What follows belongs to an exercise in optimizing a design on an open flow for small area and a short achievable clock period; a production flow would make more cautious choices. At most, simulation tests tie the RTL to the original design; equivalence was not proved. Function not checked in runs 3 and 4: the RTL went through the layout flow alone. Power figures rest on the tool's default switching activity, not on a simulated workload.

==> design/flow/design.v <==
`timescale 1ns/1ps
`default_nettype none
package trace_monitor_pkg;
    typedef enum logic [3:0] {
        RANGE_LOWER_EN   = 4'd0,
        RANGE_UPPER_EN   = 4'd1,
        RANGE_LOWER      = 4'd2,
        RANGE_UPPER      = 4'd3,
        TRIGGER_START_EN = 4'd4,
        TRIGGER_END_EN   = 4'd5,
        TRIGGER_START    = 4'd6,
        TRIGGER_END      = 4'd7,
        WFI_STOP         = 4'd8,
        HALT_ON_FULL_EN  = 4'd9,
        FORCED_HALT      = 4'd10
    } ctrl_addr_e;
    typedef struct packed {
        logic [32-1:0]        pc;
        logic [32-1:0] instr;
        logic [32-1:0] delta;
        logic                          last;
    } trace_record_t;
    typedef struct packed {
        logic                   range_lower_en;
        logic                   range_upper_en;
        logic [32-1:0] range_lower;
        logic [32-1:0] range_upper;
        logic                   trigger_start_en;
        logic                   trigger_end_en;
        logic [32-1:0] trigger_start;
        logic [32-1:0] trigger_end;
        logic                   halt_on_full_en;
        logic                   forced_halt;
        logic                   wfi_stop_clear;
    } trace_config_t;
endpackage
`default_nettype wire
`timescale 1ns/1ps
`default_nettype none
module trace_monitor_top (
    input  wire logic                          clk,
    input  wire logic                          rst_n,
    input  wire logic [32-1:0]        pc,
    input  wire logic [32-1:0] instr,
    input  wire logic                          en,
    input  wire logic [3:0]                    ctrl_addr,
    input  wire logic [32-1:0]        ctrl_wdata,
    input  wire logic                          ctrl_write_enable,
    output logic                               tvalid,
    input  wire logic                          tready,
    output logic [(32 + 32 + 32)-1:0]       tdata,
    output logic                               tlast,
    output logic                               halt_cpu
);
    localparam int DEPTH = 8;
    localparam int RW    = (32 + 32 + 32) + 1;
    logic w_lo_en, w_hi_en, w_lo, w_hi, w_ts_en, w_te_en, w_ts, w_te;
    logic w_clr, w_hen, w_frc;
    always_comb begin
        w_lo_en = 1'b0; w_hi_en = 1'b0; w_lo = 1'b0; w_hi = 1'b0;
        w_ts_en = 1'b0; w_te_en = 1'b0; w_ts = 1'b0; w_te = 1'b0;
        w_clr = 1'b0; w_hen = 1'b0; w_frc = 1'b0;
        if (ctrl_write_enable) begin
            case (ctrl_addr)
                4'd0:  w_lo_en = 1'b1;
                4'd1:  w_hi_en = 1'b1;
                4'd2:  w_lo    = 1'b1;
                4'd3:  w_hi    = 1'b1;
                4'd4:  w_ts_en = 1'b1;
                4'd5:  w_te_en = 1'b1;
                4'd6:  w_ts    = 1'b1;
                4'd7:  w_te    = 1'b1;
                4'd8:  w_clr   = 1'b1;
                4'd9:  w_hen   = 1'b1;
                4'd10: w_frc   = 1'b1;
                default: ;
            endcase
        end
    end
    logic        lo_en, hi_en, ts_en, te_en, halt_en, forced, clr;
    logic        lo_wr, hi_wr, ts_wr, te_wr;
    logic [31:0] lo, hi, ts, te;
    logic        lo_en_n, hi_en_n, ts_en_n, te_en_n, halt_en_n, forced_n;
    logic        lo_wr_n, hi_wr_n;
    assign lo_en_n   = w_lo_en ? ctrl_wdata[0] : lo_en;
    assign hi_en_n   = w_hi_en ? ctrl_wdata[0] : hi_en;
    assign ts_en_n   = w_ts_en ? ctrl_wdata[0] : ts_en;
    assign te_en_n   = w_te_en ? ctrl_wdata[0] : te_en;
    assign halt_en_n = w_hen   ? ctrl_wdata[0] : halt_en;
    assign forced_n  = w_frc   ? ctrl_wdata[0] : forced;
    assign lo_wr_n   = lo_wr | w_lo;
    assign hi_wr_n   = hi_wr | w_hi;
    always_ff @(posedge clk or negedge rst_n) begin
        if (!rst_n) begin
            lo_en   <= 1'b0;
            hi_en   <= 1'b0;
            ts_en   <= 1'b0;
            te_en   <= 1'b0;
            halt_en <= 1'b1;
            forced  <= 1'b0;
            clr     <= 1'b0;
            lo_wr   <= 1'b0;
            hi_wr   <= 1'b0;
            ts_wr   <= 1'b0;
            te_wr   <= 1'b0;
        end else begin
            lo_en   <= lo_en_n;
            hi_en   <= hi_en_n;
            ts_en   <= ts_en_n;
            te_en   <= te_en_n;
            halt_en <= halt_en_n;
            forced  <= forced_n;
            clr     <= w_clr;
            lo_wr   <= lo_wr_n;
            hi_wr   <= hi_wr_n;
            ts_wr   <= ts_wr | w_ts;
            te_wr   <= te_wr | w_te;
        end
    end
    always_ff @(posedge clk) begin
        if (w_lo) lo <= ctrl_wdata;
        if (w_hi) hi <= ctrl_wdata;
        if (w_ts) ts <= ctrl_wdata;
        if (w_te) te <= ctrl_wdata;
    end
    logic [31:0] s0_pc, s0_instr, s1_pc, s1_instr;
    logic        s0_wfi, s1_wfi, s0_nz;
    always_ff @(posedge clk or negedge rst_n) begin
        if (!rst_n) begin
            s0_pc  <= '0;
            s0_wfi <= 1'b0;
            s1_wfi <= 1'b0;
            s0_nz  <= 1'b0;
        end else begin
            s0_pc  <= pc;
            s0_wfi <= (instr == 32'h10500073);
            s1_wfi <= s0_wfi;
            s0_nz  <= (pc != 32'h0);
        end
    end
    always_ff @(posedge clk) begin
        s0_instr <= instr;
        s1_pc    <= s0_pc;
        s1_instr <= s0_instr;
    end
    logic s0_ms, s0_me, ms, me, sr, er, sr_n, er_n;
    logic eq_wd, eq_ts, eq_te;
    assign eq_wd = (pc == ctrl_wdata);
    assign eq_ts = ts_wr ? (pc == ts) : (pc == 32'h0);
    assign eq_te = te_wr ? (pc == te) : (pc == 32'hFFFF_FFFF);
    assign ms   = ts_en && s0_ms;
    assign me   = te_en && s0_me;
    assign sr_n = me ? 1'b0 : (ms ? 1'b1 : sr);
    assign er_n = me ? 1'b1 : (ms ? 1'b0 : er);
    logic [4:0] wfi_cnt, wfi_cnt_n;
    logic       sel_q, wf_q, lo_on_q, hi_on_q;
    logic       re_n, wf_n, win_n;
    always_comb begin
        if (!s1_wfi || clr)
            wfi_cnt_n = '0;
        else if (en && (wfi_cnt < 5'd16))
            wfi_cnt_n = wfi_cnt + 5'd1;
        else
            wfi_cnt_n = wfi_cnt;
    end
    assign re_n  = (s0_pc != pc) && s0_nz && !s0_wfi;
    assign wf_n  = s0_wfi && (wfi_cnt_n == 5'd15);
    assign win_n = (sr_n || !ts_en_n) && (!er_n || !te_en_n);
    always_ff @(posedge clk or negedge rst_n) begin
        if (!rst_n) begin
            wfi_cnt <= '0;
            sr      <= 1'b0;
            er      <= 1'b0;
            s0_ms   <= 1'b1;
            s0_me   <= 1'b0;
            sel_q   <= 1'b0;
            wf_q    <= 1'b0;
            lo_on_q <= 1'b0;
            hi_on_q <= 1'b0;
        end else begin
            wfi_cnt <= wfi_cnt_n;
            sr      <= sr_n;
            er      <= er_n;
            s0_ms   <= w_ts ? eq_wd : eq_ts;
            s0_me   <= w_te ? eq_wd : eq_te;
            sel_q   <= (re_n || wf_n) && win_n;
            wf_q    <= wf_n;
            lo_on_q <= lo_en_n && lo_wr_n;
            hi_on_q <= hi_en_n && hi_wr_n;
        end
    end
    logic lo_gt_h, lo_eq_h, lo_ge_l;
    logic hi_lt_h, hi_eq_h, hi_le_l;
    logic wd_gt_h, wd_lt_h, wd_eq_h, wd_ge_l, wd_le_l;
    logic w_lo_q, w_hi_q;
    logic ge_lo, le_hi, in_range, pre_q;
    always_ff @(posedge clk) begin
        lo_gt_h <= (s0_pc[31:16] >  lo[31:16]);
        lo_eq_h <= (s0_pc[31:16] == lo[31:16]);
        lo_ge_l <= (s0_pc[15:0]  >= lo[15:0]);
        hi_lt_h <= (s0_pc[31:16] <  hi[31:16]);
        hi_eq_h <= (s0_pc[31:16] == hi[31:16]);
        hi_le_l <= (s0_pc[15:0]  <= hi[15:0]);
        wd_gt_h <= (s0_pc[31:16] >  ctrl_wdata[31:16]);
        wd_lt_h <= (s0_pc[31:16] <  ctrl_wdata[31:16]);
        wd_eq_h <= (s0_pc[31:16] == ctrl_wdata[31:16]);
        wd_ge_l <= (s0_pc[15:0]  >= ctrl_wdata[15:0]);
        wd_le_l <= (s0_pc[15:0]  <= ctrl_wdata[15:0]);
        w_lo_q  <= w_lo;
        w_hi_q  <= w_hi;
    end
    assign ge_lo    = w_lo_q ? (wd_gt_h || (wd_eq_h && wd_ge_l))
                             : (lo_gt_h || (lo_eq_h && lo_ge_l));
    assign le_hi    = w_hi_q ? (wd_lt_h || (wd_eq_h && wd_le_l))
                             : (hi_lt_h || (hi_eq_h && hi_le_l));
    assign in_range = (!lo_on_q || ge_lo) && (!hi_on_q || le_hi);
    assign pre_q    = sel_q && in_range;
    logic          full_q, cap_v, cap_v_n, load, push;
    logic [31:0]   delta;
    logic [RW-1:0] cap;
    assign load    = en && pre_q && (!cap_v || !full_q);
    assign push    = cap_v && !full_q;
    assign cap_v_n = load || (cap_v && full_q);
    always_ff @(posedge clk or negedge rst_n) begin
        if (!rst_n) begin
            delta <= '0;
            cap_v <= 1'b0;
        end else begin
            if (load)
                delta <= 32'd1;
            else if (delta != 32'hFFFF_FFFF)
                delta <= delta + 32'd1;
            cap_v <= cap_v_n;
        end
    end
    always_ff @(posedge clk) begin
        if (load)
            cap <= {s1_instr, s1_pc, delta, wf_q};
    end
    logic [DEPTH-1:0][RW-1:0] mem;
    logic [DEPTH-1:0]         wr_oh, rd_oh, wr_oh_n, rd_oh_n, we_q;
    logic [3:0]               count, count_n;
    logic                     ne_q, pop, take_rdy, full_n;
    assign take_rdy = !tvalid || tready;
    assign pop      = ne_q && take_rdy;
    always_comb begin
        count_n = count;
        if (push && !pop)
            count_n = count + 4'd1;
        else if (!push && pop)
            count_n = count - 4'd1;
    end
    assign full_n  = (count_n == 4'(DEPTH));
    assign wr_oh_n = push ? {wr_oh[DEPTH-2:0], wr_oh[DEPTH-1]} : wr_oh;
    assign rd_oh_n = pop  ? {rd_oh[DEPTH-2:0], rd_oh[DEPTH-1]} : rd_oh;
    always_ff @(posedge clk or negedge rst_n) begin
        if (!rst_n) begin
            wr_oh    <= DEPTH'(1);
            rd_oh    <= DEPTH'(1);
            we_q     <= '0;
            count    <= '0;
            full_q   <= 1'b0;
            ne_q     <= 1'b0;
            halt_cpu <= 1'b0;
            tvalid   <= 1'b0;
        end else begin
            wr_oh    <= wr_oh_n;
            rd_oh    <= rd_oh_n;
            we_q     <= (cap_v_n && !full_n) ? wr_oh_n : '0;
            count    <= count_n;
            full_q   <= full_n;
            ne_q     <= (count_n != 4'd0);
            halt_cpu <= (halt_en_n && full_n) || forced_n;
            if (take_rdy)
                tvalid <= ne_q;
        end
    end
    always_ff @(posedge clk) begin
        for (int i = 0; i < DEPTH; i++) begin
            if (we_q[i])
                mem[i] <= cap;
        end
    end
    logic [RW-1:0] out_q, out_d;
    always_comb begin
        out_d = {RW{!pop}} & out_q;
        for (int i = 0; i < DEPTH; i++)
            out_d = out_d | ({RW{pop && rd_oh[i]}} & mem[i]);
    end
    always_ff @(posedge clk) begin
        out_q <= out_d;
    end
    assign tdata = out_q[RW-1:1];
    assign tlast = out_q[0];
endmodule
`default_nettype wire
==> design/flow/run.sh <==
#!/bin/bash
# synth_recipe.tcl (not shown) runs the flow's synth.tcl, then flattens the netlist and writes it again
# the make line also repeats each setting of config.mk as NAME=value (left out here)
make -C /OpenROAD-flow-scripts/flow DESIGN_CONFIG=/design/flow/config.mk WORK_HOME=/design/flow/orfs CLKGATE_MAP_FILE= SYNTH_SCRIPT=/design/flow/synth_recipe.tcl finish
==> design/flow/config.mk <==
export PLATFORM = sky130hd
export DESIGN_NAME = trace_monitor_top
export DESIGN_NICKNAME = trace_monitor_top
export VERILOG_FILES = /design/flow/design.v
export SDC_FILE = /design/flow/constraint.sdc
export NUM_CORES = 4
export LEC_CHECK = 0
export ABC_CLOCK_PERIOD_IN_PS = 1800
export CAP_MARGIN = 20
export CORE_MARGIN = 2
export CORE_UTILIZATION = 60
export CTS_CLUSTER_DIAMETER = 60
export CTS_CLUSTER_SIZE = 30
export SETUP_SLACK_MARGIN = 1.5
export SLEW_MARGIN = 20
==> design/flow/constraint.sdc <==
create_clock -name core_clock -period 3.5 [get_ports {clk}]
set_input_delay 0.7000 -clock core_clock [delete_from_list [all_inputs] [get_ports {clk}]]
set_output_delay 0.7000 -clock core_clock [all_outputs]
set_load 0.01 [all_outputs]
==> results of run 1 <==
[metrics by stage]
stage | cells | util [%] | setup slack [ns] | power (uW)
final | 4495 | 71.57 | 1.362 | 31930
after global routing | 4495 | 71.57 | 1.316 | 32820
after CTS | 4461 | 70.69 | 1.362 | 31580
after detailed placement | 4245 | 65.23 | 0.4747 | 20560
after global placement | 4245 | 65.23 | 0.4587 | 20460
after floorplan | 3056 | - | 0.9556 | 19460
[area by class of cell]
type	count	area [sq um]
clock buffer	86	2056
clock inverter	51	673.1
fill	5077	22750
inverter	102	397.9
multi-input combinational	1468	10760
sequential	1331	37470
tap	1060	1326
timing repair buffer	397	4593
[cells in the mapped netlist, drive strengths merged, types with 5 or more instances]
library cell     n  area (sq um)
a21o            41         307.8
a21oi           46         234.0
a221oi          88         770.7
a222oi         101          1011
a22oi          110         825.8
and2            10         62.56
and3            16         100.1
buf             21         92.59
clkbuf         140         525.5
dfrtp          120          3003
dfxtp          206          4124
edfxtp        1001         30060
ha             100          1251
inv            102         382.9
mux2             6         67.56
nand2          275          1032
nand2b          13         81.33
nand3          125         630.6
nand4           51         334.1
nor2            58         217.7
nor2b            6         37.54
nor3            25         125.1
nor4            32         215.2
nor4bb          12         120.1
o21ai          123         615.6
o31ai            5         51.30
or2              8         50.05
or4              6         48.80
xnor2           83         727.0
xor2            61         534.3
[sequential cells by signal, indices dropped and copies added, names as in the netlist, 4 cells and up]
register and cells:
we_q 8, rd_oh 8, mem 776, cap 97
count 4, wr_oh 8, ts 32, s0_instr 32
te 32, s1_pc 32, hi 32, lo 32
delta 32, s1_instr 32, wfi_cnt 5, out_q 97
s0_pc 32
[power breakdown]
part	leakage [uW]	total (uW)	internal [uW]	switching (uW)
clock	0.00132	10300	4900	5450
combinational	0.00675	3330	1430	1900
sequential	0.0123	18300	17700	581
total	0.0204	31900	24000	7930
[logic make-up after synthesis]
group	synth area share [%]
xor+xnor	2.613
fa+ha+maj	2.593
mux	0.2022
buf+inv	2.074
flops	77.27
compound gates	8.512
simple gates	6.731
[layer usage]
metal | wire length, um | GRT usage (%)
met5 | 0 | 0
met1 | 49130 | 41.54
met3 | 11120 | 4.184
met2 | 64770 | 52.61
met4 | 5220 | 11.82
[repair_timing]
item,4_1_cts,5_1_grt
endpoints found under the hold margin,0,0
setup buffers,58,29
endpoints found under the setup margin,430,288
gates resized for setup,449,152
pin swaps,34,32
hold buffers,0,0
cloned,21,5
[final timing paths]
| path | start | endpoint | slack, ns |
|---|---|---|---|
| max reg2reg | delta[1] | delta[27] | 1.36 |
| min | rst_n | halt_cpu | 0.14 |
| max | delta[1] | delta[27] | 1.36 |
| min in group core_clock | s0_instr[3] | s1_instr[3] | 0.31 |
| max in group asynchronous | rst_n | s0_pc[26] | 2.39 |
| min reg2reg | s0_instr[3] | s1_instr[3] | 0.31 |
==> reports/metrics.json, run 1 <==
{
  "slew_violations": {"value": 0},
  "port_buffers": {"value": 203},
  "finalNetCount": {"value": 3579},
  "final_layout_size_suffix_gt1_share": {"value": 17.76, "unit": "%"},
  "start_util": {"value": 60.30, "unit": "%"},
  "dr_total_vias": {"value": 28698},
  "finalWorstPathRequiredPeriod": {"value": 2.138, "unit": "ns"},
  "floorplan.io_pins": {"value": 204},
  "cellLeakagePower": {"value": 0.02039, "unit": "uW"},
  "place_area": {"value": 52210, "unit": "sq um"},
  "most_common_library_cell_in_the_layout_ignoring_fill_and_taps": {"value": "edfxtp_1"},
  "clk_path_buf_depth": {"value": 3},
  "tritoncts.num_buffers": {"value": 74},
  "postSynthCellCount": {"value": 3056},
  "postSynthAreaPerCell": {"value": 15.79, "unit": "sq um"},
  "rsz0062_at_grt": {"value": "true"},
  "cp-start-kind": {"value": "register"},
  "timing.final.setup_violations": {"value": 0},
  "yosys_warnings": {"value": 1},
  "final_hold_viol_count": {"value": 0},
  "power.ir.vdd_worst": {"value": 0.4862, "unit": "mV"},
  "die_width": {"value": 287.6, "unit": "um"},
  "detail_route.vias_per_cell": {"value": 6.384},
  "grt_pass1_wl": {"value": 186900, "unit": "um"},
  "detail_route.drc_violations": {"value": 0},
  "worstPathCellList": {"value": "buf_4, nand3_1, or2_4, or4_1, nor2_2, xnor2_1, nor2_4"},
  "worst_ep_required_time": {"value": 4.03, "unit": "ns"},
  "die_area": {"value": 82710, "unit": "sq um"},
  "worst_hold_slack": {"value": 0.1398, "unit": "ns"},
  "routabilityCongestion": {"value": 0.9974},
  "routed_wirelength": {"value": 130200, "unit": "um"},
  "design.core.area": {"value": 80030, "unit": "sq um"},
  "grt_use_total": {"value": 31.15, "unit": "%"},
  "final.period_utilization": {"value": 61.07, "unit": "%"},
  "cp_max_fo": {"value": 6},
  "yosys_register_bits": {"value": 1331},
  "grt_pass1_vias": {"value": 28569},
  "synth.lib_cells_used.distinct": {"value": 65},
  "clock_tree_from_tritoncts": {"value": "done"},
  "area.growth.synth_to_final": {"value": 18.68, "unit": "%"},
  "synthesis.nets": {"value": 3261},
  "clkTransAtPathRegs": {"value": 0.10, "unit": "ns"},
  "fin_worst_skew": {"value": 0.02649, "unit": "ns"},
  "run_status": {"value": "complete, no violations"},
  "fin_setup_tns": {"value": 0, "unit": "ns"},
  "cp.arrival": {"value": 2.67, "unit": "ns"},
  "drv.max_cap_violation_count": {"value": 0},
  "synth_enable_flop_cells": {"value": 1001},
  "antenna_found_initial": {"value": 1},
  "worstMarginPinSlew": {"value": 0.9756, "unit": "ns"},
  "violation_count_after_the_first_detailed_route_iteration": {"value": 3373},
  "achievable_clock_frequency": {"value": 0.4678, "unit": "GHz"},
  "final_cell_mix": {"value": "1001 x edfxtp_1, 273 x nand2_1, 158 x dfxtp_1"},
  "grt_start_max_net_pins": {"value": 91},
  "clockRootBuffer": {"value": "clkbuf_16"},
  "route.detailed.wl_per_inst": {"value": 28.98, "unit": "um"},
  "final_antenna_net_count": {"value": 0},
  "fin_area": {"value": 57270, "unit": "sq um"},
  "rr_worst_depth": {"value": 7},
  "max_slew_margin": {"value": 34.96, "unit": "%"},
  "async_s_r_ff_share_synth": {"value": 9.316, "unit": "%"},
  "fp-row-count": {"value": 104},
  "worst_path_dominant_cell_family": {"value": "simple AND/OR/NAND/NOR gates"},
  "tritoncts_num_sinks": {"value": 1331},
  "cpMaxStageDelayCell": {"value": "or4_1"},
  "cts-htree-levels": {"value": 3},
  "grt.overflow.total": {"value": 0},
  "worst_hold_path_type": {"value": "input pin to asynchronous set/reset pin"},
  "1st_pass_router_iterations": {"value": 8},
  "power.density": {"value": 557.5, "unit": "nW/um^2"},
  "detailedPlacementHpwl": {"value": 71960, "unit": "um"},
  "ys_seq_area_share": {"value": 77.27, "unit": "%"},
  "clock_latency": {"value": 0.65, "unit": "ns"},
  "worst-setup-path-type": {"value": "register to register"},
  "setup.worst_path.end_class": {"value": "register"},
  "crit_cells": {"value": 7},
  "num_antenna_cells": {"value": 0},
  "postSynth.topFlopCell": {"value": "edfxtp_1"},
  "chipHeight": {"value": 287.6, "unit": "um"},
  "synth_area": {"value": 48260, "unit": "sq um"},
  "critPathBufInv": {"value": 1},
  "cp_slowest_stage_delay": {"value": 0.56, "unit": "ns"}
}
==> run 2: changes to the inputs <==
==> design/flow/flow/run.sh (new file) <==
#!/bin/bash
# Standard ORFS layout (the standard.sh, standard synthesis unchanged),
# with the port buffers made from plain buf cells instead of the delay-cell
# buffer that buffer_ports picks by default. Each tool's output goes to the
# ORFS logs under orfs/logs/, and make's own output to flow_make.log here.
set -euo pipefail
export BUFFER_PORTS_ARGS="-buffer_cell sky130_fd_sc_hd__buf_2"
bash standard.sh finish > flow_make.log 2>&1
==> design/flow/standard.sh (new file) <==
#!/bin/bash
# synth_recipe.tcl (not shown) runs the flow's synth.tcl, then flattens the netlist and writes it again
# the make line also repeats each setting of config.mk as NAME=value (left out here)
make -C /OpenROAD-flow-scripts/flow DESIGN_CONFIG=/design/flow/config.mk WORK_HOME=/design/flow/orfs CLKGATE_MAP_FILE= SYNTH_SCRIPT=/design/flow/synth_recipe.tcl "${@:-finish}"
removed: design/flow/run.sh
==> run 2 against run 1 <==
Still clean. Via count shrank 1.9%. Flip-flop and latch count unchanged. Die area unchanged. Non-clock buffer count is 54 lower. Utilization is 2.2 points lower. Global-route usage is 0.93 points lower. Final cell count shrank 0.71%. Synthesized cell count did not move. Routed wire length is 3.9% lower. Total power is 0.28% higher. Critical endpoint is now cap[80]. Largest cell class unchanged. Largest power group unchanged.
==> reports/metrics.json, run 2 <==
{
  "die_area": {"value": 82710, "unit": "sq um", "change": "unchanged"},
  "top_register": {"value": "mem"},
  "detailedPlacementHpwl": {"value": 70600, "unit": "um", "change": "-1.9%"},
  "finalWorstPathRequiredPeriod": {"value": 2.130, "unit": "ns", "change": "-0.007830 ns"},
  "detail_route.drc_violations": {"value": 0, "change": "unchanged"},
  "cellLeakagePower": {"value": 0.01995, "unit": "uW", "change": "-2.2%"},
  "yosys_register_bits": {"value": 1331, "change": "unchanged"},
  "yosys_warnings": {"value": 1, "change": "unchanged"},
  "largest_registers": {"value": "mem x776, cap x97, out_q x97"},
  "dpl.cell_count": {"value": 4223, "change": "-0.52%"},
  "synth_area": {"value": 48260, "unit": "sq um", "change": "unchanged"},
  "final_layout_size_suffix_gt1_share": {"value": 18.93, "unit": "%", "change": "+1.2 points"},
  "grt_use_total": {"value": 30.21, "unit": "%", "change": "-0.93 points"},
  "postSynthAreaPerCell": {"value": 15.79, "unit": "sq um", "change": "unchanged"},
  "worstMarginPinSlew": {"value": 0.8782, "unit": "ns", "change": "-0.09745 ns"},
  "largest_register_ff_count": {"value": 776, "change": "unchanged"},
  "most_common_library_cell_in_the_layout_ignoring_fill_and_taps": {"value": "edfxtp_1"},
  "postSynthCellCount": {"value": 3056, "change": "unchanged"},
  "synth-compound-area-share": {"value": 8.512, "unit": "%", "change": "unchanged"},
  "power.ir.vdd_worst": {"value": 0.4168, "unit": "mV", "change": "-14%"},
  "fp-row-count": {"value": 104, "change": "unchanged"},
  "postSynth.topFlopCell": {"value": "edfxtp_1"},
  "clock_tree_from_tritoncts": {"value": "done"},
  "synth_simple_gate_area_share": {"value": 6.731, "unit": "%", "change": "unchanged"},
  "run_status": {"value": "complete, no violations"},
  "post-synth-top-area-cell": {"value": "edfxtp_1"},
  "fin_total_pwr": {"value": 32020, "unit": "uW", "change": "+0.28%"},
  "cp_slowest_stage_delay": {"value": 0.36, "unit": "ns", "change": "-0.20 ns"},
  "worst_r2r_startpoint": {"value": "wd_eq_h"},
  "synth_enable_flop_cells": {"value": 1001, "change": "unchanged"},
  "ys_seq_area_share": {"value": 77.27, "unit": "%", "change": "unchanged"},
  "floorplan.io_pins": {"value": 204, "change": "unchanged"},
  "post_synth_xor_xnor_area": {"value": 2.613, "unit": "%", "change": "unchanged"},
  "detail_route.vias_per_cell": {"value": 6.310, "change": "-1.2%"},
  "async_s_r_ff_share_synth": {"value": 9.316, "unit": "%", "change": "unchanged"},
  "1st_pass_router_iterations": {"value": 6, "change": "-2"},
  "timing.final.setup_violations": {"value": 0, "change": "unchanged"},
  "synth_top_family_by_area": {"value": "compound AO/OA/AOI/OAI gates"},
  "synthesis.nets": {"value": 3261, "change": "unchanged"},
  "synthDominantCellAreaShare": {"value": 62.29, "unit": "%", "change": "unchanged"},
  "worst_hold_slack": {"value": 0.07846, "unit": "ns", "change": "-0.06135 ns"},
  "final_antenna_net_count": {"value": 0, "change": "unchanged"},
  "start_util": {"value": 60.30, "unit": "%", "change": "unchanged"},
  "worst_ep_required_time": {"value": 3.90, "unit": "ns", "change": "-0.13 ns"},
  "net-switching-power": {"value": 8088, "unit": "uW", "change": "+2.0%"},
  "cpMaxStageDelayCell": {"value": "dfxtp_2"},
  "clkTransAtPathRegs": {"value": 0.10, "unit": "ns", "change": "about the same"},
  "worst_path_dominant_cell_family": {"value": "compound AO/OA/AOI/OAI gates"},
  "violation_count_after_the_first_detailed_route_iteration": {"value": 3119, "change": "-7.5%"},
  "layout.core_utilization": {"value": 69.32, "unit": "%", "change": "-2.2 points"},
  "die_width": {"value": 287.6, "unit": "um", "change": "unchanged"},
  "synth.lib_cells_used.distinct": {"value": 65, "change": "unchanged"},
  "final.period_utilization": {"value": 60.85, "unit": "%", "change": "-0.22 points"},
  "final_cell_mix": {"value": "1001 x edfxtp_1, 273 x nand2_1, 202 x buf_2"},
  "routed_wirelength": {"value": 125200, "unit": "um", "change": "-3.9%"},
  "post_layout_nonfiller_instances": {"value": 4463, "change": "-0.71%"},
  "finalNetCount": {"value": 3535, "change": "-1.2%"},
  "power.density": {"value": 577.2, "unit": "nW/um^2", "change": "+3.5%"},
  "grt_start_max_net_pins": {"value": 74, "change": "-19%"},
  "fin_worst_skew": {"value": 0.04682, "unit": "ns", "change": "+0.02033 ns"},
  "rsz0062_at_grt": {"value": "true"},
  "synth.cells.most_frequent": {"value": "1001 x edfxtp_1, 275 x nand2_1, 206 x dfxtp_1"},
  "routabilityCongestion": {"value": 0.9752, "change": "-2.2%"},
  "tritoncts.num_buffers": {"value": 84, "change": "+14%"},
  "clockRootBuffer": {"value": "clkbuf_16"},
  "swShare": {"value": 25.26, "unit": "%", "change": "+0.42 points"},
  "design.core.area": {"value": 80030, "unit": "sq um", "change": "unchanged"},
  "critPathBufInv": {"value": 4, "change": "+3"},
  "area.growth.synth_to_final": {"value": 14.96, "unit": "%"},
  "path_common_cell": {"value": "buf_12"},
  "cp-start-kind": {"value": "register"},
  "tritoncts_num_sinks": {"value": 1331, "change": "unchanged"},
  "clock_latency": {"value": 0.68, "unit": "ns", "change": "+0.03 ns"},
  "setup.worst_path.end_class": {"value": "register"},
  "cp_max_fo": {"value": 5, "change": "-1"},
  "slew_violations": {"value": 0, "change": "unchanged"},
  "synthAdderAreaFrac": {"value": 2.593, "unit": "%", "change": "unchanged"},
  "clock_power_share": {"value": 34.5, "unit": "%", "change": "+2.1 points"},
  "synthMostInstantiatedCell": {"value": "edfxtp_1"},
  "cp.arrival": {"value": 2.53, "unit": "ns", "change": "-0.14 ns"},
  "cts-htree-levels": {"value": 3, "change": "unchanged"},
  "regToRegEndpoint": {"value": "cap[80]"},
  "drv.max_cap_violation_count": {"value": 0, "change": "unchanged"},
  "final_hold_viol_count": {"value": 0, "change": "unchanged"},
  "grt_pass1_wl": {"value": 182200, "unit": "um", "change": "-2.5%"},
  "synth_mux_area_share": {"value": 0.2022, "unit": "%", "change": "unchanged"},
  "clk_path_buf_depth": {"value": 3, "change": "unchanged"},
  "fin_setup_tns": {"value": 0, "unit": "ns", "change": "unchanged"},
  "worstPathCellList": {"value": "a21oi_1, a21o_1, a221o_1, a21oi_4, buf_12, buf_16, buf_12, clkbuf_16"},
  "rr_worst_depth": {"value": 8, "change": "+1"},
  "chipHeight": {"value": 287.6, "unit": "um", "change": "unchanged"},
  "timing.reg2reg.setup_slack": {"value": 1.37, "unit": "ns", "change": "about the same"},
  "power_frac_seq": {"value": 56.9, "unit": "%", "change": "-0.3 points"},
  "worst_hold_path_type": {"value": "input pin to asynchronous set/reset pin"},
  "port_buffers": {"value": 203, "change": "unchanged"},
  "achievable_clock_frequency": {"value": 0.4695, "unit": "GHz", "change": "+0.37%"},
  "max_slew_margin": {"value": 41.45, "unit": "%", "change": "+6.5 points"},
  "area_contributors_post_synth": {"value": "edfxtp_1 62%, dfxtp_1 8.5%, dfrtp_1 6.2%"},
  "dr_total_vias": {"value": 28160, "change": "-1.9%"},
  "route.detailed.wl_per_inst": {"value": 28.05, "unit": "um", "change": "-3.2%"},
  "pint": {"value": 23930, "unit": "uW", "change": "-0.28%"},
  "worst-setup-path-type": {"value": "register to register"},
  "antenna_found_initial": {"value": 4, "change": "+3"},
  "cts.hold.buffers_added": {"value": 0, "change": "unchanged"},
  "grt_pass1_vias": {"value": 28125, "change": "-1.6%"},
  "grt.overflow.total": {"value": 0, "change": "unchanged"},
  "power.share.combinational": {"value": 8.6, "unit": "%", "change": "-1.8 points"}
}
==> run 2: changes by cell type in the layout (fill, tap and decap cells not counted), moves of 21 or more <==
cell	before	now
clkdlybuf4s15_1	36	0
dlymetal6s2s_1	24	0
dfxtp_1	158	187
nor2_1	32	55
buf_4	99	78
dlygate4sd2_1	35	0
buf_2	15	202
clkdlybuf4s15_2	31	0
clkdlybuf4s50_1	47	0
==> run 2: cell families after synthesis <==
group / after synthesis
multiplexers: 9
AO/OA/AOI/OAI: 550
adder cells (fa/ha/maj): 100
XOR/XNOR: 144
AND/OR/NAND/NOR: 659
flip-flops: 1331
buffers and inverters: 263
==> run 2: worst max path at each step <==
stage	startpoint	to	slack, ns	cells after the start
2_1_floorplan	ctrl_addr[3]	s0_ms	0.96	5
3_3_place_gp	tready	out_q[92]	0.95	7
3_5_place_dp	tready	out_q[88]	0.89	7
4_1_cts	lo_eq_h	cap[53]	1.36	8
5_1_grt	wd_lt_h	cap[80]	1.36	8
6_report	wd_eq_h	cap[80]	1.37	8
==> run 2: metrics by stage <==
step | worst slack [ns] | area, sq um
after CTS | 1.358 | 54870
final | 1.370 | 55480
after floorplan | 0.9556 | 48480
after detailed placement | 0.8857 | 50980
after global placement | 0.9494 | 50980
after global routing | 1.363 | 55480
==> run 2: power groups by stage <==
stage	sequential, uW	clock [uW]	combinational, uW
after global routing	18300	11800	2910
final	18200	11100	2740
after detailed placement	18600	0	1840
after floorplan	18300	0	1120
after global placement	18500	0	1790
after CTS	18300	11200	2300
==> run 2: repair_timing <==
item | CTS | global route
pin swaps | 11 | 15
setup buffers | 27 | 32
endpoints found under the setup margin | 262 | 184
resized for setup | 59 | 62
gates cloned | 15 | 7
==> run 2: worst reg2reg max path, stage by stage (launching register included) <==
cell,delay (ns)
dfxtp_2,0.36
a21oi_1,0.08
a21o_1,0.24
a221o_1,0.37
a21oi_4,0.25
buf_12,0.16
buf_16,0.15
buf_12,0.14
clkbuf_16,0.15
==> run 2: layout make-up <==
cell class	count	area, sq um
diodes	1	2.502
clock inverters	61	770.7
flip-flops and latches	1331	37400
well taps	1060	1326
repair buffers	343	2922
fillers	5282	24550
inverters	102	397.9
clock buffers	97	2286
multi-input cells	1468	10370
==> run 2: metal layers <==
layer | vias up | wire length, um | global-route usage (%)
li1 | 12372 | - | -
met1 | 14313 | 48580 | 40.60
met2 | 1256 | 62820 | 51.17
met3 | 217 | 9518 | 4.382
met4 | 2 | 4246 | 9.948
met5 | - | 9 | 0
==> run 3: changes to the inputs <==
--- a/design/flow/design.v
+++ b/design/flow/design.v
@@ -129,3 +129,2 @@
         if (!rst_n) begin
-            s0_pc  <= '0;
             s0_wfi <= 1'b0;
@@ -134,3 +133,2 @@
         end else begin
-            s0_pc  <= pc;
             s0_wfi <= (instr == 32'h10500073);
@@ -141,2 +139,3 @@
     always_ff @(posedge clk) begin
+        s0_pc    <= pc;
         s0_instr <= instr;
@@ -155,4 +154,4 @@
     logic [4:0] wfi_cnt, wfi_cnt_n;
-    logic       sel_q, wf_q, lo_on_q, hi_on_q;
-    logic       re_n, wf_n, win_n;
+    logic       wf_q, lo_on_q, hi_on_q, win_q, cand_q, ne_h_q, ne_l_q;
+    logic       wf_n, win_n, sel;
     always_comb begin
@@ -165,3 +164,2 @@
     end
-    assign re_n  = (s0_pc != pc) && s0_nz && !s0_wfi;
     assign wf_n  = s0_wfi && (wfi_cnt_n == 5'd15);
@@ -175,3 +173,4 @@
             s0_me   <= 1'b0;
-            sel_q   <= 1'b0;
+            win_q   <= 1'b0;
+            cand_q  <= 1'b0;
             wf_q    <= 1'b0;
@@ -185,3 +184,4 @@
             s0_me   <= w_te ? eq_wd : eq_te;
-            sel_q   <= (re_n || wf_n) && win_n;
+            win_q   <= win_n;
+            cand_q  <= s0_nz && !s0_wfi;
             wf_q    <= wf_n;
@@ -208,2 +208,4 @@
         wd_le_l <= (s0_pc[15:0]  <= ctrl_wdata[15:0]);
+        ne_h_q  <= (s0_pc[31:16] != pc[31:16]);
+        ne_l_q  <= (s0_pc[15:0]  != pc[15:0]);
         w_lo_q  <= w_lo;
@@ -216,4 +218,5 @@
     assign in_range = (!lo_on_q || ge_lo) && (!hi_on_q || le_hi);
-    assign pre_q    = sel_q && in_range;
-    logic          full_q, cap_v, cap_v_n, load, push;
+    assign sel      = (((ne_h_q || ne_l_q) && cand_q) || wf_q) && win_q;
+    assign pre_q    = sel && in_range;
+    logic          full_q, cap_v, cap_v_n, load, push, cap_hold;
     logic [31:0]   delta;
@@ -225,4 +228,5 @@
         if (!rst_n) begin
-            delta <= '0;
-            cap_v <= 1'b0;
+            delta    <= '0;
+            cap_v    <= 1'b0;
+            cap_hold <= 1'b0;
         end else begin
@@ -232,7 +236,8 @@
                 delta <= delta + 32'd1;
-            cap_v <= cap_v_n;
-        end
-    end
-    always_ff @(posedge clk) begin
-        if (load)
+            cap_v    <= cap_v_n;
+            cap_hold <= cap_v_n && full_n;
+        end
+    end
+    always_ff @(posedge clk) begin
+        if (!cap_hold)
             cap <= {s1_instr, s1_pc, delta, wf_q};
==> run 3 against run 2 <==
Critical endpoint is now delta[21]. Combinational power decreased by 42%. Final cell count is 0.90% lower. Via count is 1.7% lower. Largest power group unchanged. Utilization fell by 0.40 points.
==> reports/metrics.json, run 3 <==
{
  "hold_depth": {"value": 1},
  "drv.max_cap_violation_count": {"value": 0, "change": "unchanged"},
  "area.growth.synth_to_final": {"value": 13.20, "unit": "%"},
  "antenna_found_initial": {"value": 4, "change": "unchanged"},
  "detailedPlacementHpwl": {"value": 68160, "unit": "um", "change": "-3.5%"},
  "clkTransAtPathRegs": {"value": 0.11, "unit": "ns", "change": "about the same"},
  "postSynthCellCount": {"value": 3062, "change": "+0.20%"},
  "power.ir.vdd_worst": {"value": 0.5316, "unit": "mV", "change": "+28%"},
  "pint": {"value": 23300, "unit": "uW", "change": "-2.6%"},
  "detail_route.vias_per_cell": {"value": 6.262, "change": "-0.76%"},
  "swShare": {"value": 23.83, "unit": "%", "change": "-1.4 points"},
  "top_register": {"value": "mem"},
  "grt_pass1_vias": {"value": 27537, "change": "-2.1%"},
  "routabilityCongestion": {"value": 0.8691, "change": "-11%"},
  "largest_register_ff_count": {"value": 776, "change": "unchanged"},
  "largest_registers": {"value": "mem x776, cap x97, out_q x97"},
  "worst-setup-path-type": {"value": "register to register"},
  "setup.worst_path.end_class": {"value": "register"},
  "tritoncts_num_sinks": {"value": 1335, "change": "+0.30%"},
  "detail_route.drc_violations": {"value": 0, "change": "unchanged"},
  "async_s_r_ff_share_synth": {"value": 7.041, "unit": "%", "change": "-2.3 points"},
  "cp-start-kind": {"value": "register"},
  "power.density": {"value": 560.0, "unit": "nW/um^2", "change": "-3.0%"},
  "grt_use_total": {"value": 28.58, "unit": "%", "change": "-1.6 points"},
  "power.share.combinational": {"value": 5.2, "unit": "%", "change": "-3.4 points"},
  "cellLeakagePower": {"value": 0.01981, "unit": "uW", "change": "-0.66%"},
  "cts-htree-levels": {"value": 3, "change": "unchanged"},
  "finalNetCount": {"value": 3509, "change": "-0.74%"},
  "area_contributors_post_synth": {"value": "edfxtp_1 62%, dfxtp_1 10%, dfrtp_1 4.7%"},
  "worst_path_dominant_cell_family": {"value": "simple AND/OR/NAND/NOR gates"},
  "critPathBufInv": {"value": 1, "change": "-3"},
  "postSynthAreaPerCell": {"value": 15.76, "unit": "sq um", "change": "-0.20%"},
  "synth_area": {"value": 48250, "unit": "sq um", "change": "about the same"},
  "final_cell_mix": {"value": "1001 x edfxtp_1, 268 x nand2_1, 224 x dfxtp_1"},
  "synthDominantCellAreaShare": {"value": 62.29, "unit": "%", "change": "about the same"},
  "worstMarginPinSlew": {"value": 0.8972, "unit": "ns", "change": "+0.01905 ns"},
  "regToRegEndpoint": {"value": "delta[21]"},
  "cp.arrival": {"value": 2.58, "unit": "ns", "change": "+0.05 ns"},
  "final.period_utilization": {"value": 57.65, "unit": "%", "change": "-3.2 points"},
  "rr_worst_depth": {"value": 8, "change": "unchanged"},
  "floorplan.io_pins": {"value": 204, "change": "unchanged"},
  "1st_pass_router_iterations": {"value": 9, "change": "+3"},
  "fin_worst_skew": {"value": 0.03807, "unit": "ns", "change": "-0.008751 ns"},
  "endpoint_of_the_worst_hold_path": {"value": "s0_instr[22]"},
  "design.core.area": {"value": 79260, "unit": "sq um", "change": "-0.96%"},
  "violation_count_after_the_first_detailed_route_iteration": {"value": 2721, "change": "-13%"},
  "clockRootBuffer": {"value": "clkbuf_16"},
  "final_layout_size_suffix_gt1_share": {"value": 17.24, "unit": "%", "change": "-1.7 points"},
  "run_status": {"value": "complete, no violations"},
  "clock_tree_from_tritoncts": {"value": "done"},
  "dr_total_vias": {"value": 27695, "change": "-1.7%"},
  "synth.cells.most_frequent": {"value": "1001 x edfxtp_1, 269 x nand2_1, 240 x dfxtp_1"},
  "cpMaxStageDelayCell": {"value": "dfrtp_1"},
  "worst_hold_path_type": {"value": "input pin to register"},
  "synth_enable_flop_cells": {"value": 1001, "change": "unchanged"},
  "achievable_clock_frequency": {"value": 0.4956, "unit": "GHz", "change": "+5.5%"},
  "fp-row-count": {"value": 103, "change": "-0.96%"},
  "postSynth.topFlopCell": {"value": "edfxtp_1"},
  "grt_start_max_net_pins": {"value": 83, "change": "+12%"},
  "worst_ep_required_time": {"value": 4.06, "unit": "ns", "change": "+0.16 ns"},
  "route.detailed.wl_per_inst": {"value": 26.64, "unit": "um", "change": "-5.0%"},
  "worstPathCellList": {"value": "ha_2, and3_4, and3_4, a41oi_2, buf_6, nand3_4, or3_4, a21oi_2"},
  "n_fill_cell": {"value": 5275, "change": "-0.13%"},
  "clock_power_share": {"value": 35.5, "unit": "%", "change": "+1.0 points"},
  "routed_wirelength": {"value": 117800, "unit": "um", "change": "-5.9%"},
  "final_hold_viol_count": {"value": 0, "change": "unchanged"},
  "cp_slowest_stage_delay": {"value": 0.40, "unit": "ns", "change": "+0.04 ns"},
  "worstHoldStart": {"value": "instr[22]"},
  "net-switching-power": {"value": 7290, "unit": "uW", "change": "-9.9%"},
  "grt_pass1_wl": {"value": 174000, "unit": "um", "change": "-4.5%"},
  "power_frac_seq": {"value": 59.2, "unit": "%", "change": "+2.3 points"},
  "timing.reg2reg.setup_slack": {"value": 1.48, "unit": "ns", "change": "+0.11 ns"},
  "layout.core_utilization": {"value": 68.92, "unit": "%", "change": "-0.40 points"},
  "clk_path_buf_depth": {"value": 3, "change": "unchanged"},
  "fin_setup_tns": {"value": 0, "unit": "ns", "change": "unchanged"},
  "tritoncts.num_buffers": {"value": 80, "change": "-4.8%"},
  "synthMostInstantiatedCell": {"value": "edfxtp_1"},
  "slew_violations": {"value": 0, "change": "unchanged"},
  "path_common_cell": {"value": "and3_4"},
  "ys_seq_area_share": {"value": 77.14, "unit": "%", "change": "-0.14 points"},
  "yosys_register_bits": {"value": 1335, "change": "+0.30%"},
  "die_area": {"value": 82710, "unit": "sq um", "change": "about the same"},
  "grt.overflow.total": {"value": 0, "change": "unchanged"},
  "die_width": {"value": 287.6, "unit": "um", "change": "about the same"},
  "clock_latency": {"value": 0.66, "unit": "ns", "change": "-0.02 ns"},
  "timing.final.setup_violations": {"value": 0, "change": "unchanged"},
  "synth.lib_cells_used.distinct": {"value": 72, "change": "+11%"},
  "timing.critical_path.from": {"value": "delta[1]"},
  "yosys_warnings": {"value": 1, "change": "unchanged"},
  "chipHeight": {"value": 287.6, "unit": "um", "change": "about the same"},
  "final_antenna_net_count": {"value": 0, "change": "unchanged"},
  "rsz0062_at_grt": {"value": "true"},
  "worst_r2r_startpoint": {"value": "delta[1]"},
  "post-synth-top-area-cell": {"value": "edfxtp_1"},
  "synthesis.nets": {"value": 3267, "change": "+0.18%"},
  "most_common_library_cell_in_the_layout_ignoring_fill_and_taps": {"value": "edfxtp_1"},
  "max_slew_margin": {"value": 40.18, "unit": "%", "change": "-1.3 points"},
  "start_util": {"value": 60.88, "unit": "%", "change": "+0.58 points"},
  "port_buffers": {"value": 203, "change": "unchanged"},
  "cp_max_fo": {"value": 5, "change": "unchanged"},
  "finalWorstPathRequiredPeriod": {"value": 2.018, "unit": "ns", "change": "-0.1119 ns"}
}
run 3: layer usage:
layer / up-vias / routed length, um / global-route usage (%)
li1: 12302 / - / -
met1: 14132 / 47360 / 38.87
met2: 1072 / 59720 / 48.94
met3: 187 / 7628 / 3.225
met4: 2 / 3098 / 8.659
met5: - / 7 / 0
run 3: how the worst max path moves through the flow:
| stage | cells past startpoint | to | slack, ns |
|---|---|---|---|
| after floorplan | 5 | s0_ms | 0.87 |
| final | 8 | delta[21] | 1.48 |
| after global routing | 8 | delta[31] | 1.41 |
| after global placement | 4 | te[27] | 0.94 |
| after CTS | 7 | delta[21] | 1.48 |
| after detailed placement | 4 | te[25] | 0.92 |
run 3: layout make-up:
class	instances	area (sq um)	share of cell area, %
clock buffer	94	2203	4.034
tap	1050	1314	2.405
timing repair buffer	316	2282	4.178
inverter	105	397.9	0.7284
multi-input combinational	1466	10310	18.87
antenna	2	5.005	0.009162
sequential	1335	37310	68.30
clock inverter	55	805.8	1.475
run 3: stage by stage:
stage	hold slack [ns]	area, sq um	std cells	power, uW	setup slack (ns)
after floorplan	0.3096	48320	3062	19140	0.8740
after CTS	0.1110	54240	4391	30650	1.480
after global placement	0.3105	50830	4218	19760	0.9443
after global routing	0.1253	54620	4422	31560	1.410
final	0.1421	54620	4423	30590	1.482
after detailed placement	0.3121	50830	4218	19850	0.9226
run 3: power groups by stage:
stage	combinational, uW	sequential, uW	clock [uW]
after global routing	1740	18200	11600
after floorplan	894	18200	0
after CTS	1490	18100	11100
final	1600	18100	10900
after detailed placement	1390	18500	0
after global placement	1350	18400	0
run 3: repair_timing:
action,CTS,global route
pin swaps,5,17
endpoints found under the hold margin,11,0
resized for setup,51,38
setup buffers,21,29
gates cloned,2,1
endpoints found under the setup margin,142,71
hold buffers,1,0
run 3: logic make-up (layout without fill, tap and decap cells):
group | after synthesis | after routing | synth area share [%]
adder cells (fa/ha/maj) | 100 | 100 | 2.593
buffers and inverters | 264 | 570 | 2.147
flip-flops | 1335 | 1335 | 77.14
XOR/XNOR | 139 | 139 | 2.523
AND/OR/NAND/NOR | 646 | 649 | 6.625
other | 0 | 2 | 0
multiplexers | 10 | 10 | 0.2282
AO/OA/AOI/OAI | 568 | 568 | 8.749
==> run 4: changes to the inputs <==
--- a/design/flow/design.v
+++ b/design/flow/design.v
@@ -144,9 +144,11 @@
     end
-    logic s0_ms, s0_me, ms, me, sr, er, sr_n, er_n;
-    logic eq_wd, eq_ts, eq_te;
-    assign eq_wd = (pc == ctrl_wdata);
-    assign eq_ts = ts_wr ? (pc == ts) : (pc == 32'h0);
-    assign eq_te = te_wr ? (pc == te) : (pc == 32'hFFFF_FFFF);
-    assign ms   = ts_en && s0_ms;
-    assign me   = te_en && s0_me;
+    logic [1:0] s0_ms, s0_me, eq_wd, eq_ts, eq_te;
+    logic       ms, me, sr, er, sr_n, er_n;
+    assign eq_wd = {pc[31:16] == ctrl_wdata[31:16], pc[15:0] == ctrl_wdata[15:0]};
+    assign eq_ts = ts_wr ? {pc[31:16] == ts[31:16], pc[15:0] == ts[15:0]}
+                         : {pc[31:16] == 16'h0, pc[15:0] == 16'h0};
+    assign eq_te = te_wr ? {pc[31:16] == te[31:16], pc[15:0] == te[15:0]}
+                         : {pc[31:16] == 16'hFFFF, pc[15:0] == 16'hFFFF};
+    assign ms   = ts_en && (&s0_ms);
+    assign me   = te_en && (&s0_me);
     assign sr_n = me ? 1'b0 : (ms ? 1'b1 : sr);
@@ -171,4 +173,4 @@
             er      <= 1'b0;
-            s0_ms   <= 1'b1;
-            s0_me   <= 1'b0;
+            s0_ms   <= 2'b11;
+            s0_me   <= 2'b00;
             win_q   <= 1'b0;
--- a/design/flow/config.mk
+++ b/design/flow/config.mk
@@ -7,3 +7,2 @@
 export LEC_CHECK = 0
-export ABC_CLOCK_PERIOD_IN_PS = 1800
 export CAP_MARGIN = 20
@@ -13,3 +12,3 @@
 export CTS_CLUSTER_SIZE = 30
-export SETUP_SLACK_MARGIN = 1.5
+export SETUP_SLACK_MARGIN = 1.65
 export SLEW_MARGIN = 20
==> run 4 against run 3 <==
Still clean. Worst hold slack got worse by 0.13 ns. Area after synthesis is 0.19% higher. Synthesized cell count fell by 0.26%. Sequential power is essentially flat. Sequential share of layout area fell by 2.8 points. Register-to-register slack got worse by 0.02 ns. Fmax shrank 0.99%. Global-route usage is 0.54 points higher. Largest power group unchanged. Highest routed layer unchanged.
==> reports/metrics.json, run 4 <==
{
  "run_status": {"value": "complete, no violations"},
  "synth_simple_gate_area_share": {"value": 6.628, "unit": "%", "change": "about the same"},
  "cpMaxStageDelayCell": {"value": "dfxtp_4"},
  "cts.hold.buffers_added": {"value": 0, "change": "-1"},
  "fin_area": {"value": 57260, "unit": "sq um", "change": "+4.8%"},
  "synthDominantCellAreaShare": {"value": 62.18, "unit": "%", "change": "-0.12 points"},
  "routabilityCongestion": {"value": 0.8698, "change": "about the same"},
  "largest_register_ff_count": {"value": 776, "change": "unchanged"},
  "final_hold_viol_count": {"value": 0, "change": "unchanged"},
  "finalNetCount": {"value": 3568, "change": "+1.7%"},
  "tritoncts_num_sinks": {"value": 1337, "change": "+0.15%"},
  "clockRootBuffer": {"value": "clkbuf_16"},
  "floorplan.io_pins": {"value": 204, "change": "unchanged"},
  "post_synth_xor_xnor_area": {"value": 2.554, "unit": "%", "change": "+0.032 points"},
  "postSynthAreaPerCell": {"value": 15.83, "unit": "sq um", "change": "+0.45%"},
  "synth_area": {"value": 48340, "unit": "sq um", "change": "+0.19%"},
  "chipHeight": {"value": 287.9, "unit": "um", "change": "about the same"},
  "synth_enable_flop_cells": {"value": 1001, "change": "unchanged"},
  "worst_hold_path_type": {"value": "input pin to asynchronous set/reset pin"},
  "detailedPlacementHpwl": {"value": 67160, "unit": "um", "change": "-1.5%"},
  "start_util": {"value": 60.31, "unit": "%", "change": "-0.57 points"},
  "area.growth.synth_to_final": {"value": 18.44, "unit": "%"},
  "cellLeakagePower": {"value": 0.02069, "unit": "uW", "change": "+4.4%"},
  "detail_route.vias_per_cell": {"value": 6.262, "change": "about the same"},
  "postSynth.topFlopCell": {"value": "edfxtp_1"},
  "most_common_library_cell_in_the_layout_ignoring_fill_and_taps": {"value": "edfxtp_1"},
  "dr_total_vias": {"value": 28128, "change": "+1.6%"},
  "clk_path_buf_depth": {"value": 3, "change": "unchanged"},
  "synth_mux_area_share": {"value": 0.2692, "unit": "%", "change": "+0.041 points"},
  "async_s_r_ff_share_synth": {"value": 7.180, "unit": "%", "change": "+0.14 points"},
  "final_layout_size_suffix_gt1_share": {"value": 26.20, "unit": "%", "change": "+9.0 points"},
  "critPathBufInv": {"value": 1, "change": "unchanged"},
  "top_register": {"value": "mem"},
  "synthAdderAreaFrac": {"value": 2.588, "unit": "%", "change": "-0.0048 points"},
  "antenna_found_initial": {"value": 3, "change": "-1"},
  "rsz0062_at_grt": {"value": "true"},
  "yosys_register_bits": {"value": 1337, "change": "+0.15%"},
  "routed_wirelength": {"value": 124300, "unit": "um", "change": "+5.5%"},
  "cp_max_fo": {"value": 3, "change": "-2"},
  "violation_count_after_the_first_detailed_route_iteration": {"value": 2900, "change": "+6.6%"},
  "timing.final.setup_violations": {"value": 0, "change": "unchanged"},
  "worst_ep_required_time": {"value": 4.05, "unit": "ns", "change": "about the same"},
  "max_slew_margin": {"value": 28.69, "unit": "%", "change": "-11 points"},
  "final_cell_mix": {"value": "1001 x edfxtp_1, 240 x nand2_1, 131 x dfxtp_1"},
  "power.ir.vdd_worst": {"value": 0.5103, "unit": "mV", "change": "-4.0%"},
  "final.period_utilization": {"value": 58.23, "unit": "%", "change": "+0.58 points"},
  "cp.arrival": {"value": 2.59, "unit": "ns", "change": "about the same"},
  "largest_registers": {"value": "mem x776, cap x97, out_q x97"},
  "synth.cells.most_frequent": {"value": "1001 x edfxtp_1, 242 x nand2_1, 240 x dfxtp_1"},
  "path_common_cell": {"value": "a21o_1"},
  "worst_path_dominant_cell_family": {"value": "compound AO/OA/AOI/OAI gates"},
  "grt_start_max_net_pins": {"value": 97, "change": "+17%"},
  "synth-compound-area-share": {"value": 8.727, "unit": "%", "change": "-0.021 points"},
  "synth.lib_cells_used.distinct": {"value": 73, "change": "+1.4%"},
  "synthMostInstantiatedCell": {"value": "edfxtp_1"},
  "clock_tree_from_tritoncts": {"value": "done"},
  "cts-htree-levels": {"value": 3, "change": "unchanged"},
  "worstPathCellList": {"value": "inv_4, ha_4, nand2b_4, a21o_1, a21o_1, a2111oi_4, o21ai_2, a221o_1"},
  "1st_pass_router_iterations": {"value": 6, "change": "-3"},
  "port_buffers": {"value": 203, "change": "unchanged"},
  "worst-setup-path-type": {"value": "register to register"},
  "die_width": {"value": 287.9, "unit": "um", "change": "about the same"},
  "tritoncts.num_buffers": {"value": 80, "change": "unchanged"},
  "post-synth-top-area-cell": {"value": "edfxtp_1"},
  "worstMarginPinSlew": {"value": 1.070, "unit": "ns", "change": "+0.1725 ns"},
  "clkTransAtPathRegs": {"value": 0.10, "unit": "ns", "change": "about the same"},
  "final_antenna_net_count": {"value": 0, "change": "unchanged"},
  "power.density": {"value": 547.5, "unit": "nW/um^2", "change": "-2.2%"},
  "fp-row-count": {"value": 104, "change": "+0.97%"},
  "detail_route.drc_violations": {"value": 0, "change": "unchanged"},
  "achievable_clock_frequency": {"value": 0.4907, "unit": "GHz", "change": "-0.99%"},
  "drv.max_cap_violation_count": {"value": 0, "change": "unchanged"},
  "postSynthCellCount": {"value": 3054, "change": "-0.26%"},
  "grt.overflow.total": {"value": 0, "change": "unchanged"},
  "synthesis.nets": {"value": 3259, "change": "-0.24%"},
  "grt_pass1_wl": {"value": 176800, "unit": "um", "change": "+1.6%"},
  "place_area": {"value": 51740, "unit": "sq um", "change": "+1.8%"},
  "ys_seq_area_share": {"value": 77.10, "unit": "%", "change": "about the same"},
  "setup.worst_path.end_class": {"value": "register"},
  "slew_violations": {"value": 0, "change": "unchanged"},
  "worst_hold_slack": {"value": 0.01603, "unit": "ns", "change": "-0.1261 ns"},
  "cp_slowest_stage_delay": {"value": 0.38, "unit": "ns", "change": "-0.02 ns"},
  "yosys_warnings": {"value": 1, "change": "unchanged"},
  "cp-start-kind": {"value": "register"},
  "finalWorstPathRequiredPeriod": {"value": 2.038, "unit": "ns", "change": "+0.02026 ns"},
  "area_contributors_post_synth": {"value": "edfxtp_1 62%, dfxtp_1 9.9%, dfrtp_1 4.7%"},
  "synth_top_family_by_area": {"value": "compound AO/OA/AOI/OAI gates"},
  "clock_latency": {"value": 0.68, "unit": "ns", "change": "+0.02 ns"},
  "grt_use_total": {"value": 29.13, "unit": "%", "change": "+0.54 points"},
  "die_area": {"value": 82860, "unit": "sq um", "change": "+0.18%"},
  "grt_pass1_vias": {"value": 28008, "change": "+1.7%"},
  "design.core.area": {"value": 80160, "unit": "sq um", "change": "+1.1%"},
  "fin_worst_skew": {"value": 0.03638, "unit": "ns", "change": "-0.001685 ns"},
  "route.detailed.wl_per_inst": {"value": 27.67, "unit": "um", "change": "+3.9%"}
}
==> run 4: metrics by stage <==
step	utilization (%)	instances	worst slack, ns	TNS (ns)	total power, uW
CTS	70.24	4446	1.482	0	31050
finish	71.43	4492	1.462	0	31350
global placement	64.53	4226	-0.3555	-0.3555	19810
global route	71.43	4491	1.415	0	32230
floorplan	-	3054	1.340	0	19200
detailed placement	64.55	4227	0.7817	0	19920
==> run 4: path summary, 6_finish.rpt <==
check,from,end,slack [ns],cells after the start
hold reg to reg,s0_instr[5],s1_instr[5],0.32,0
hold / removal,rst_n,hi_en,0.02,2
setup / recovery,s0_pc[0],lo_ge_l,1.46,8
max in group asynchronous,rst_n,rd_oh[4],2.80,2
min in group core_clock,instr[6],s0_instr[6],0.15,1
setup reg to reg,s0_pc[0],lo_ge_l,1.46,8
==> run 4: worst reg2reg max path, delay by kind of cell, from the launching register on <==
| kind | cells | cell delay, ns |
|---|---|---|
| and+or+nand+nor | 1 | 0.13 |
| DFF | 1 | 0.38 |
| adders and majority gates | 1 | 0.22 |
| buffers and inverters | 1 | 0.05 |
| AOI/OAI and AO/OA | 5 | 1.17 |
==> run 4: kinds of logic after synthesis <==
group           Yosys count
flops                  1337
simple gates            638
compound gates          565
buf+inv                 261
xor+xnor                141
fa+ha+maj               100
mux                      12
==> run 4: routing by layer <==
| layer | track usage, % | share of wire, % | wire [um] |
|---|---|---|---|
| met4 | 9.041 | 3.3 | 4131 |
| met2 | 50.25 | 50 | 62640 |
| met5 | 0 | 0.022 | 27 |
| met3 | 3.732 | 7.3 | 9074 |
| met1 | 38.88 | 39 | 48410 |
==> run 4: final cells by class <==
| class | count | area [sq um] |
|---|---|---|
| antenna | 1 | 2.502 |
| fill | 5101 | 22900 |
| clock inverter | 56 | 803.3 |
| tap | 1060 | 1326 |
| clock buffer | 94 | 2201 |
| timing repair buffer | 372 | 3635 |
| multi-input combinational | 1466 | 11370 |
| sequential | 1337 | 37510 |
| inverter | 106 | 404.1 |
==> run 4: what timing repair did <==
action                                  CTS  global route
setup buffers                            61            32
cloned                                    8            13
pin swaps                                38            86
endpoints found under the setup margin  301           242
gates resized for setup                 286           155
==> run 4: report_power, final <==
group / total (uW) / switching, uW / leakage [uW] / internal, uW
clock: 11000 / 5720 / 0.00146 / 5260
sequential: 18100 / 454 / 0.0125 / 17600
combinational: 2290 / 1460 / 0.00670 / 827
total: 31400 / 7630 / 0.0207 / 23700

==> re-timing with driven ports <==
How much do the figures lean on ideal ports? The routed layouts below were timed once more, with nothing changed but the port constraints.
Step 1: set_driving_cell puts a clkbuf_16 on clk and a buf_2 on each other input, an assumption about the parent block.
Step 2 adds t to the input delays and takes it off the output delays; t is the mean of the earliest and latest rising clock arrival at the registers after step 1. Input paths then give back, and output paths get back, about the clock's delay inside the block.
Three values: no drivers, after step 1, after step 2; two values: the first two.
| run | t, ns | setup slack, ns | hold slack, ns | worst setup path at the end | worst slew at a driven data input, ns |
|---|---|---|---|---|---|
| run 1 | 0.710 | 1.362 / 1.362 / 0.864 | 0.140 / 0.105 / 0.307 | input to register | 0.05 |
| run 2 | 0.724 | 1.370 / 1.370 / 0.957 | 0.078 / 0.053 / 0.315 | input to register | 0.09 |
| run 3 | 0.708 | 1.482 / 1.451 / 0.902 | 0.142 / 0.099 / 0.335 | input to register | 0.08 |
| run 4 | 0.726 | 1.462 / 1.462 / 1.059 | 0.016 / -0.023 / 0.319 | input to register | 0.09 |
After both steps every run listed still meets setup and hold. For run 3, which loses most, drivers alone change the setup slack by -0.031 ns; drivers and shift together by -0.580 ns.
